From an optimization exercise on the open Yosys and OpenROAD flow, aimed at small area and a short achievable clock period; shortcuts taken in it are not production practice.
Only simulation tests tie the RTL to the original design; equivalence was not proved.
Power and IR drop assume default switching activity.

===== design/flow/design.v =====
package trace_pkg;
  localparam logic [5:0] OP_RTYPE = 6'd0;
  localparam logic [5:0] OP_LW    = 6'd35;
  localparam logic [5:0] OP_SW    = 6'd43;
  localparam logic [5:0] OP_ORI   = 6'd13;
  localparam logic [5:0] OP_BEQ   = 6'd4;
  localparam logic [5:0] OP_J     = 6'd2;
  localparam logic [5:0] FN_ADD  = 6'd32;
  localparam logic [5:0] FN_SUB  = 6'd34;
  localparam logic [5:0] FN_AND  = 6'd36;
  localparam logic [5:0] FN_OR   = 6'd37;
  localparam logic [5:0] FN_SRL  = 6'd2;
  localparam logic [5:0] FN_SLT  = 6'd42;
  localparam logic [5:0] FN_JR   = 6'd8;
  localparam logic [5:0] FN_NOP  = 6'd0;
  localparam logic [5:0] FN_DIVU = 6'd27;
  localparam logic [5:0] FN_MFHI = 6'd16;
  localparam logic [5:0] FN_MFLO = 6'd18;
  localparam int CLS_W   = 5;
  localparam int NUM_CLS = 17;
  localparam logic [CLS_W-1:0] CLS_ADD     = 5'd0;
  localparam logic [CLS_W-1:0] CLS_SUB     = 5'd1;
  localparam logic [CLS_W-1:0] CLS_AND     = 5'd2;
  localparam logic [CLS_W-1:0] CLS_OR      = 5'd3;
  localparam logic [CLS_W-1:0] CLS_SRL     = 5'd4;
  localparam logic [CLS_W-1:0] CLS_SLT     = 5'd5;
  localparam logic [CLS_W-1:0] CLS_JR      = 5'd6;
  localparam logic [CLS_W-1:0] CLS_NOP     = 5'd7;
  localparam logic [CLS_W-1:0] CLS_DIVU    = 5'd8;
  localparam logic [CLS_W-1:0] CLS_MFHI    = 5'd9;
  localparam logic [CLS_W-1:0] CLS_MFLO    = 5'd10;
  localparam logic [CLS_W-1:0] CLS_LW      = 5'd11;
  localparam logic [CLS_W-1:0] CLS_SW      = 5'd12;
  localparam logic [CLS_W-1:0] CLS_ORI     = 5'd13;
  localparam logic [CLS_W-1:0] CLS_BEQ     = 5'd14;
  localparam logic [CLS_W-1:0] CLS_J       = 5'd15;
  localparam logic [CLS_W-1:0] CLS_UNKNOWN = 5'd16;
  function automatic logic [CLS_W-1:0] classify(input logic [5:0] opcode,
                                                input logic [5:0] funct);
    logic [CLS_W-1:0] cls;
    cls = CLS_UNKNOWN;
    if (opcode == OP_RTYPE) begin
      case (funct)
        FN_ADD:  cls = CLS_ADD;
        FN_SUB:  cls = CLS_SUB;
        FN_AND:  cls = CLS_AND;
        FN_OR:   cls = CLS_OR;
        FN_SRL:  cls = CLS_SRL;
        FN_SLT:  cls = CLS_SLT;
        FN_JR:   cls = CLS_JR;
        FN_NOP:  cls = CLS_NOP;
        FN_DIVU: cls = CLS_DIVU;
        FN_MFHI: cls = CLS_MFHI;
        FN_MFLO: cls = CLS_MFLO;
        default: cls = CLS_UNKNOWN;
      endcase
    end else begin
      case (opcode)
        OP_LW:   cls = CLS_LW;
        OP_SW:   cls = CLS_SW;
        OP_ORI:  cls = CLS_ORI;
        OP_BEQ:  cls = CLS_BEQ;
        OP_J:    cls = CLS_J;
        default: cls = CLS_UNKNOWN;
      endcase
    end
    classify = cls;
  endfunction
endpackage
module trace_fifo #(
  parameter int WIDTH    = 8,
  parameter int DEPTH    = 16,
  parameter int CNT_W    = 16,
  parameter int OVR_MODE = 0
) (
  input  logic                     clk,
  input  logic                     rst,
  input  logic                     clr,
  input  logic                     push,
  input  logic                     ready,
  input  logic [WIDTH-1:0]         wdata,
  output logic                     valid,
  output logic [WIDTH-1:0]         rdata,
  output logic [$clog2(DEPTH):0]   level,
  output logic                     overflow,
  output logic [CNT_W-1:0]         drop_cnt
);
  localparam int AW = $clog2(DEPTH);
  logic [WIDTH-1:0] mem_q [DEPTH];
  logic [AW:0]      wr_q, wr_d;
  logic [AW:0]      rd_q, rd_d;
  logic             ovf_q, ovf_d;
  logic [CNT_W-1:0] drop_q, drop_d;
  logic             wr_en;
  logic             full;
  logic             pop;
  assign level    = wr_q - rd_q;
  assign valid    = (level != '0);
  assign full     = (level == (AW+1)'(DEPTH));
  assign pop      = valid && ready;
  assign overflow = ovf_q;
  assign drop_cnt = drop_q;
  assign rdata    = valid ? mem_q[rd_q[AW-1:0]] : '0;
  always_comb begin
    wr_d   = wr_q;
    rd_d   = rd_q;
    ovf_d  = ovf_q;
    drop_d = drop_q;
    wr_en  = 1'b0;
    if (clr) begin
      wr_d   = '0;
      rd_d   = '0;
      ovf_d  = 1'b0;
      drop_d = '0;
    end else begin
      if (pop) rd_d = rd_q + (AW+1)'(1);
      if (push) begin
        if (!full || pop) begin
          wr_en = 1'b1;
        end else begin
          ovf_d = 1'b1;
          if (drop_q != '1) drop_d = drop_q + CNT_W'(1);
          if (OVR_MODE != 0) begin
            wr_en = 1'b1;
            rd_d  = rd_q + (AW+1)'(1);
          end
        end
      end
      if (wr_en) wr_d = wr_q + (AW+1)'(1);
    end
  end
  always_ff @(posedge clk or negedge rst) begin
    if (!rst) begin
      wr_q   <= '0;
      rd_q   <= '0;
      ovf_q  <= 1'b0;
      drop_q <= '0;
    end else begin
      wr_q   <= wr_d;
      rd_q   <= rd_d;
      ovf_q  <= ovf_d;
      drop_q <= drop_d;
    end
  end
  always_ff @(posedge clk) begin
    if (wr_en) mem_q[wr_q[AW-1:0]] <= wdata;
  end
endmodule
import trace_pkg::*;
module instr_trace_unit #(
  parameter int PC_W     = 32,
  parameter int DATA_W   = 32,
  parameter int DEPTH    = 16,
  parameter int STAMP_W  = 16,
  parameter int CNT_W    = 16,
  parameter int OVR_MODE = 0
) (
  input  logic                   clk,
  input  logic                   rst,
  input  logic                   en,
  input  logic                   clr,
  input  logic                   ret_valid,
  input  logic [PC_W-1:0]        ret_pc,
  input  logic [5:0]             ret_opcode,
  input  logic [5:0]             ret_funct,
  input  logic [DATA_W-1:0]      ret_wd,
  output logic                   tr_valid,
  input  logic                   tr_ready,
  output logic [PC_W-1:0]        tr_pc,
  output logic [4:0]             tr_class,
  output logic [DATA_W-1:0]      tr_wd,
  output logic [STAMP_W-1:0]     tr_stamp,
  output logic [$clog2(DEPTH):0] level,
  output logic                   overflow,
  output logic [CNT_W-1:0]       drop_cnt,
  input  logic [4:0]             cnt_sel,
  output logic [CNT_W-1:0]       cnt_val
);
  localparam int REC_W = STAMP_W + PC_W + CLS_W + DATA_W;
  logic [STAMP_W-1:0] stamp_q, stamp_d;
  logic [CLS_W-1:0]   cls;
  logic               push;
  logic [REC_W-1:0]   rec_in, rec_out;
  logic [CNT_W-1:0]   cnt_q [NUM_CLS];
  logic [CNT_W-1:0]   cnt_d [NUM_CLS];
  assign cls     = trace_pkg::classify(ret_opcode, ret_funct);
  assign push    = en && ret_valid;
  assign stamp_d = stamp_q + STAMP_W'(1);
  assign rec_in  = {stamp_q, ret_pc, cls, ret_wd};
  always_ff @(posedge clk or negedge rst) begin
    if (!rst) stamp_q <= '0;
    else      stamp_q <= stamp_d;
  end
  always_comb begin
    for (int k = 0; k < NUM_CLS; k++) cnt_d[k] = cnt_q[k];
    if (clr) begin
      for (int k = 0; k < NUM_CLS; k++) cnt_d[k] = '0;
    end else if (push && (cnt_q[cls] != '1)) begin
      cnt_d[cls] = cnt_q[cls] + CNT_W'(1);
    end
  end
  always_ff @(posedge clk or negedge rst) begin
    if (!rst) begin
      for (int k = 0; k < NUM_CLS; k++) cnt_q[k] <= '0;
    end else begin
      for (int k = 0; k < NUM_CLS; k++) cnt_q[k] <= cnt_d[k];
    end
  end
  always_comb begin
    cnt_val = '0;
    if (cnt_sel < CLS_W'(NUM_CLS)) cnt_val = cnt_q[cnt_sel];
  end
  trace_fifo #(
    .WIDTH    (REC_W),
    .DEPTH    (DEPTH),
    .CNT_W    (CNT_W),
    .OVR_MODE (OVR_MODE)
  ) u_fifo (
    .clk      (clk),
    .rst      (rst),
    .clr      (clr),
    .push     (push),
    .ready    (tr_ready),
    .wdata    (rec_in),
    .valid    (tr_valid),
    .rdata    (rec_out),
    .level    (level),
    .overflow (overflow),
    .drop_cnt (drop_cnt)
  );
  assign {tr_stamp, tr_pc, tr_class, tr_wd} = rec_out;
endmodule

===== design/flow/run.sh =====
#!/bin/bash
# synth_recipe.tcl (not shown) runs the flow's synth.tcl, then flattens the netlist and writes it again
# the make line also repeats each setting of config.mk as NAME=value (left out here)
make -C /OpenROAD-flow-scripts/flow DESIGN_CONFIG=/design/flow/config.mk WORK_HOME=/design/flow/orfs CLKGATE_MAP_FILE= SYNTH_SCRIPT=/design/flow/synth_recipe.tcl finish

===== design/flow/config.mk =====
export PLATFORM = sky130hd
export DESIGN_NAME = instr_trace_unit
export DESIGN_NICKNAME = instr_trace_unit
export VERILOG_FILES = /design/flow/design.v
export SDC_FILE = /design/flow/constraint.sdc
export NUM_CORES = 4
export LEC_CHECK = 0
export CAP_MARGIN = 20
export CORE_MARGIN = 2
export CORE_UTILIZATION = 40
export PLACE_DENSITY = 0.6
export SLEW_MARGIN = 20

===== design/flow/constraint.sdc =====
create_clock -name core_clock -period 5.5 [get_ports {clk}]
set_input_delay 1.1000 -clock core_clock [delete_from_list [all_inputs] [get_ports {clk}]]
set_output_delay 1.1000 -clock core_clock [all_outputs]
set_load 0.01 [all_outputs]

==> flow_metrics.tcl <==
set metrics [dict create \
    ys_top_cells_by_count "edfxtp_1 (1,360), mux4_2 (425), dfrtp_1 (315), nor2_1 (180), clkbuf_1 (169)" \
    num_vias 40846 \
    fmax_mhz 188 \
    finalNetCount 4523 \
    dp_hpwl_mm 115 \
    synth_flop_cell "edfxtp_1" \
    slew_viol_final 0 \
    grt_max_degree 144 \
    syn_nets 4072 \
    combPwrFrac_pct 21.1 \
    total_power_mw 31.8 \
    finalWirelength_mm 203 \
    worstSetupStartpointType "register" \
    worstSetupEndpointType "output port" \
    ir_worst_vdd_mv 0.351 \
    setup_viol 0 \
    cts_buffers 172 \
    required_ns 4.40 \
    hold_buffers 0 \
    clkPwrFrac_pct 35.5 \
    die-area_sq_um 178000 \
    synth.avg_cell_area_sq_um 17.5 \
    internal-power_mw 23.6 \
    drtIter0Drc 4404 \
    finalSetupTns_ns 0 \
    netlist_area_sq_um 69700 \
    holdCritPathClass "in2async" \
    cts_tree "built" \
    synth_top_area_share_pct 58.6 \
    final_layout_size_suffix_gt1_share_pct 24.7 \
    post-route-period-util_pct 96.8 \
    whs_ns 0.314 \
    ff2ff_setup_slack_ns 0.96 \
    ys_seq_area_share_pct 69.9 \
    hold_viol 0 \
    power.density_nw_per_um2 384 \
    final_util_pct 47.8 \
    area_delta_synth_final_pct 18.9 \
    io_pins 211 \
    synth_cells 3972 \
    synth_edf_count 1360 \
    outcome "no timing/DRC/antenna violations" \
    critPathArrivalTime_ns 4.22 \
    cts-root-buf "clkbuf_16" \
    worstSetupPathType "reg2out" \
    clk_latency_ns 0.81 \
    grt_antenna_before_repair 5 \
    async_flop_share_pct 18.8 \
    yosys.area.top_type "edfxtp_1" \
    ys_seq_elements 1675 \
    cts_buffer_depth 3 \
    grt_pass1_wl_mm 295 \
    start_util_pct 40.2 \
    cts_num_sinks 1675 \
    grt_pass1_vias 41309 \
    critical_path.max_fanout 43 \
    drc 0 \
    wl_per_cell_um 29.4 \
    synth-warning-count 4 \
    post-route-min-period_ns 5.32 \
    fin_worst_skew_ns 0.0399 \
    synthTopCellsByArea "edfxtp_1 (59%), mux4_2 (14%), dfrtp_1 (11%)" \
    swShare_pct 25.8 \
    maxCapViolations 0 \
    rows 153 \
    htree_num_levels 4 \
    antenna_left 0 \
    slew_headroom_pct 29.6 \
    p_leak_nw 27.5 \
    grt-ovfl-total 0 \
    gp_congestion 0.973 \
    track_usage_pct 22.6 \
    core_sq_um 173000 \
    synth.distinct_cells 105 \
    dr.pass1.iters 6 \
    p_switching_mw 8.22 \
    die_h_um 421 \
    yosysMostFrequentCell "edfxtp_1" \
    power_frac_seq_pct 43.4 \
    io_buffers 210 \
    tightest_slew_ns 1.06 \
    fillers 14652 \
    clkTransAtPathRegs_ns 0.06 \
    multi_input_area_sq_um 19900 \
    via_per_inst 5.92 \
    rsz0062_at_grt "false" \
    regArea_sq_um 48700 \
    die_w_um 421 \
]
==> state kept, by name, summed over array words and instances (netlist names) <==
signal,flops
cnt_q,272
stamp_q,16
u_fifo.drop_q,16
u_fifo.mem_q,1360
u_fifo.ovf_q,1
u_fifo.rd_q,5
u_fifo.wr_q,5
==> kinds of logic (layout without fill, tap and decap cells) <==
logic type               Yosys count  in the layout  synth area share (%)
AO/OA/AOI/OAI                    704            704                  7.20
XOR/XNOR                          52             52                 0.707
adder cells (fa/ha/maj)           13             13                 0.244
buffers and inverters            300            894                  1.86
flip-flops                      1675           1675                  69.9
multiplexers                     443            443                  14.0
other                              0              3                     0
AND/OR/NAND/NOR                  785            785                  6.09
==> area by class of cell <==
class                   instances  share of cell area, %
flip-flops and latches       1675                   58.8
well taps                    2325                   3.51
clock inverters               100                   1.03
diodes                          3                0.00906
clock buffers                 217                   5.61
multi-input cells            1997                   24.0
inverters                      26                  0.127
repair buffers                551                   6.92
==> through the flow <==
stage	instances	cell area [sq um]	setup WS, ns
after floorplan	3972	69800	-1.18
after global placement	6573	77300	-0.321
after detailed placement	6574	77300	-0.335
after CTS	6891	82800	0.0244
after global routing	6893	82900	0.0251
final	6894	82900	0.178
==> layout by cell type, fill, tap and decap left out, types with 10 or more instances in the layout <==
cell type	synthesis	layout
a211oi_1	86	86
a21o_1	12	12
a21oi_1	105	105
a221oi_1	27	27
a222oi_1	28	28
a22o_1	27	27
a22oi_1	115	115
and3_1	25	25
buf_12	0	82
buf_4	13	257
clkbuf_1	169	33
clkbuf_16	0	177
clkdlybuf4s50_1	0	207
clkinv_1	0	32
clkinv_2	0	44
dfrtp_1	315	312
edfxtp_1	1360	1360
ha_1	12	12
inv_1	23	23
mux2i_1	15	15
mux4_2	425	425
nand2_1	150	149
nand2b_1	21	21
nand3_1	51	51
nand3b_1	134	134
nand4_1	30	30
nor2_1	180	167
nor2_4	0	13
nor2b_1	92	92
nor3_1	32	22
o211ai_1	10	10
o21ai_0	149	149
o21ai_1	30	30
o22ai_1	10	10
or3_1	13	13
xnor2_1	28	28
xor2_1	19	19
==> repair_timing <==
item                       CTS  global route
resized for setup            0             2
setup endpoints to repair    0             2
setup buffers                0             0
==> path summary, 6_finish.rpt <==
check,from,endpoint,cells past startpoint
max in group asynchronous,rst,stamp_q[13],2
min in group core_clock,u_fifo.ovf_q,u_fifo.ovf_q,2
hold reg to reg,u_fifo.ovf_q,u_fifo.ovf_q,2
setup / recovery,u_fifo.rd_q[1],tr_wd[4],10
hold / removal,rst,cnt_q[13][13],1
setup reg to reg,u_fifo.rd_q[1],u_fifo.mem_q[11][40],12
==> layer usage <==
metal / wire length [um] / GRT usage [%]
met4: 7550 / 8.02
met2: 98700 / 36.8
met1: 81600 / 30.4
met3: 14800 / 4.56
met5: 13 / 0
==> power groups by stage <==
stage | Sequential, mW | Clock, mW | Combinational, mW
floorplan | 14.0 | 0 | 3.99
global placement | 14.1 | 0 | 6.82
detailed placement | 14.1 | 0 | 6.84
CTS | 13.8 | 11.5 | 6.85
global route | 13.8 | 12.1 | 7.13
finish | 13.8 | 11.3 | 6.71
==> critical path, cell delays in order (launching register included) <==
cell and delay (ns):
dfrtp_4 0.58, inv_1 0.08, ha_1 0.30, a21o_1 0.17, a21oi_1 0.17, xnor2_1 0.12, or4_1 0.48, nor2_4 0.44
buf_12 0.28, nor2b_1 0.17, clkdlybuf4s50_1 0.51

==> what the ideal ports hide <==
Ports are ideal in the flow. The routed layout listed here was re-timed in OpenROAD. Step 1 sets driving cells, clkbuf_16 on the clock port and buf_2 on the other inputs (assumed; they add their load-dependent delay and slew). Step 2 also shifts input and output timing later by t, the mid clock arrival at the registers, as if the neighbouring blocks saw the same clock. Three values: ideal ports, drivers, drivers and shift; two values: the first two.
shift t [ns]: 0.873
slack for setup (ns): 0.178 / 0.101 / -0.456
hold slack, ns: 0.314 / 0.284 / 0.523
worst setup path at the end: input to register
cell pins on the clock port's net: 1
Met with ideal ports but missed after step 2: setup timing in this run. The setup slack of this run moves by -0.077 ns with the drivers and by -0.634 ns with both steps.
